Source: an optimization exercise on an open RTL-to-GDS flow (aim: small area, a short achievable clock period and few clock cycles per item). Production flows keep margins and buffers that such runs may drop.
The RTL was checked by simulation tests, not by an equivalence proof against the original design.

== before ==
Design muldiv_unit, start of the top module:
module muldiv_unit #(
    parameter int XLEN = 64
) (
    input  logic            clk,
    input  logic            reset,
    input  logic            start,
    input  logic [2:0]      funct3,
    input  logic [XLEN-1:0] op_a,
    input  logic [XLEN-1:0] op_b,
    input  logic            kill,
    output logic            busy,
    output logic            done,
    output logic [XLEN-1:0] result
);
    localparam int W = 69;   
    logic ph_align, ph_mul, ph_msh, ph_div, ph_corr, ph_fix, ph_done;
    logic [5:0] cnt;
    logic [2:0] fn;
    logic       rsel;       
    logic [1:0] kz;         
    logic       a_neg, b_neg, bzero, corr;
    logic [5:0] lz_a, lz_b;
    logic       special;    
    logic [65:0] H;         
    logic [63:0] L;         
    logic [65:0] A;         
    logic x0_h, x0_l, inv0, c_one;
    logic b0_one, b0_two, b0_neg, b1_one, b1_two, b1_neg;
    logic bsy, busy_r;
    assign bsy    = ph_align | ph_mul | ph_msh | ph_div | ph_corr | ph_fix | ph_done;
    assign busy   = busy_r;
    assign done   = ph_done | (ph_align & special);
    assign result = rsel ? H[63:0] : L;
    wire accept = !bsy && start && !kill;
    function automatic logic [5:0] lzc64(input logic [63:0] x);
        logic [31:0] z1; logic [31:0] c1;
        logic [15:0] z2; logic [1:0] c2 [16];
        logic [7:0]  z3; logic [2:0] c3 [8];
        logic [3:0]  z4; logic [3:0] c4 [4];
        logic [1:0]  z5; logic [4:0] c5 [2];
        logic [5:0] c6;
        for (int g = 0; g < 32; g++) begin
            z1[g] = !x[2*g+1] && !x[2*g];
            c1[g] = !x[2*g+1];
        end
        for (int g = 0; g < 16; g++) begin
            z2[g] = z1[2*g+1] && z1[2*g];
            c2[g] = z1[2*g+1] ? {1'b1, c1[2*g]} : {1'b0, c1[2*g+1]};
        end
        for (int g = 0; g < 8; g++) begin
            z3[g] = z2[2*g+1] && z2[2*g];
            c3[g] = z2[2*g+1] ? {1'b1, c2[2*g]} : {1'b0, c2[2*g+1]};
        end
        for (int g = 0; g < 4; g++) begin
  ...
For scale: roughly 3700 cells after synthesis, ~200 I/O pins, roughly 29000 µm² of cells after synthesis.
clock: 6.0 ns
lec_check: 0
cap_margin: 20
core_margin: 2
core_utilization: 40
setup_slack_margin: 2.0
slew_margin: 20
run.sh (not shown) runs the stock make flow with config.mk's settings and CLKGATE_MAP_FILE= SYNTH_SCRIPT=/design/flow/synth_recipe.tcl, a recipe that flattens the netlist after the stock synthesis.
before finished all stages; the layout is clean.
Testbench counts of before, summed over its fixed seeds: cycles 22,812, ops 1,600.
Here is what was changed in the inputs of after compared with before.
- SETUP_SLACK_MARGIN changed from 2.0 to 1.75
==> comparison <==
Share of the clock period used by the worst path was lower in the run labelled after. Compared with before, in after non-clock buffer area fraction after layout decreased by 1.4 points relative to the old numbers, detailed-placement wirelength estimate has decreased, clock latency of the later-clocked register in the worst-skew pair closely matched the old numbers. Taking before as 1.0, after lands at 1.3 on number of clock buffers in the layout. First-pass GRT wire length (after over before): decrease, 4400 µm. Compared with before, the router placed fewer vias in after. The run with more setup slack is after; before has less. Delta (after minus before): routed wire length now smaller.

## build 40
muldiv_unit, a different RTL version from the one above (not shown whole).
For scale: about 200 I/O pins, ~28000 sq um of cells after synthesis.
make LEC_CHECK=0 CAP_MARGIN=20 CORE_MARGIN=2 CORE_UTILIZATION=40 SETUP_SLACK_MARGIN=1.0 SLEW_MARGIN=20 finish   # period 6.0 ns
Testbench counts of build 40, summed over its fixed seeds: cycles 26,385, ops 1,600.
[inputs] build 2 vs build 40
Settings: swapping 1.0 for 2.0 in SETUP_SLACK_MARGIN.
Re initial antenna violation count: build 2 is 4 down on build 40.
Compared with build 40, in build 2 count of clock-net buffers in the final layout shrank by 4; first-pass GRT wire length grew by about 2.6%; clock latency on the worst-skew pair grew by 60 ps.
For build 40, the launch point of the worst path was b0_neg$_DFF_P_, unlike build 2, where it was b0_one$_DFF_P_.

## MS
muldiv_unit, a different RTL version from the one above (not shown whole).
Size in the first run: roughly 200 I/O pins, about 30000 um^2 of cells after synthesis.
Settings: LEC_CHECK=0, CAP_MARGIN=20, CORE_MARGIN=2, CORE_UTILIZATION=55, PLACE_DENSITY=0.7, SETUP_SLACK_MARGIN=1.5, SLEW_MARGIN=20; clock period 6.0 ns.
Testbench counts of MS, summed over its fixed seeds: cycles 22,812, ops 1,600.
Relative to MS, the following input files were edited for JK:
-- flow/config.mk --
<<< MS, line 8
export CAP_MARGIN = 20
export CORE_MARGIN = 2
export CORE_UTILIZATION = 55
export PLACE_DENSITY = 0.7
export SETUP_SLACK_MARGIN = 1.5
export SLEW_MARGIN = 20
>>> JK, line 8
export CAP_MARGIN = 20
export CORE_MARGIN = 2
export CORE_UTILIZATION = 40
export SETUP_SLACK_MARGIN = 1.5
export SLEW_MARGIN = 20
export TNS_END_PERCENT = 0
==> results.txt <==
JK did not stop at any stage, and its layout met the timing, design-rule and antenna checks. Per the comparison of JK with MS, non-clock buffer count picked up an extra 8; antenna diode count lost 1. Final core utilization in JK is 18 points lower than in MS. Final critical-path share of the clock period across MS and JK: no real change. ~same count of multi-input combinational gates in MS and JK. Signed area change from the synthesized netlist to the final layout delta (JK -> MS): insignificant. Looking at MS and JK, the total non-filler cell area in the finished layout is a wash. Compare MS and JK | post-cts resize count higher: MS.

muldiv_unit, a different RTL version from the one above (not shown whole).
For scale: about 4000 cells after synthesis, ~240 flip-flops, roughly 200 I/O pins, ~30000 sq um of cells after synthesis.
clock: 6.0 ns
lec_check: 0
cap_margin: 20
core_margin: 2
core_utilization: 40
setup_slack_margin: 1.25
slew_margin: 20
Testbench counts at the start, summed over its fixed seeds: cycles 22,812, ops 1,600.
Rerun with:
--- a/flow/config.mk
+++ b/flow/config.mk
@@ -7,6 +7,6 @@
 export LEC_CHECK = 0
-export CAP_MARGIN = 20
+export CAP_MARGIN = 5
 export CORE_MARGIN = 2
 export CORE_UTILIZATION = 40
-export SETUP_SLACK_MARGIN = 1.25
-export SLEW_MARGIN = 20
+export SETUP_SLACK_MARGIN = 1.5
+export SLEW_MARGIN = 5
Setup slack is better by 0.18 ns.
Synthesized cell count does not change.
Synthesized area is unchanged.

[re-timing with driven ports]
Ports are ideal in the flow. The routed layouts listed here were re-timed in OpenROAD.
Step 1 assumes that a clkbuf_16 drives the clock port and a buf_2 every other input.
Step 2 moves the port delays by t, midway between the first and last clock arrival at a register: inputs arrive t later, outputs are due t later. That takes back most of the time a late clock gives input paths.
Three values: no drivers, after step 1, after step 2; two values: the first two.
| run | t (ns) | setup slack, ns | hold slack, ns |
|---|---|---|---|
| before | 0.666 | 1.517 / 1.517 / 1.376 | 0.501 / 0.501 / 0.501 |
| after | 0.679 | 1.541 / 1.541 / 1.157 | 0.517 / 0.517 / 0.517 |
| build 40 | 0.629 | 1.029 / 1.029 / 1.029 | 0.524 / 0.524 / 0.524 |
| build 2 | 0.685 | 1.147 / 1.147 / 1.147 | 0.521 / 0.521 / 0.521 |
| MS | 0.663 | 1.312 / 1.312 / 1.018 | 0.493 / 0.493 / 0.493 |
| JK | 0.643 | 1.304 / 1.304 / 1.065 | 0.494 / 0.494 / 0.494 |
| the first run of note 4 | 0.663 | 1.340 / 1.311 / 0.955 | 0.492 / 0.492 / 0.492 |
| the second run of note 4 | 0.665 | 1.522 / 1.522 / 1.242 | 0.494 / 0.494 / 0.494 |
After both steps setup and hold are still met in every run listed. The setup slack of the first run of note 4, which loses most, moves by -0.029 ns with the drivers and by -0.385 ns with both steps.
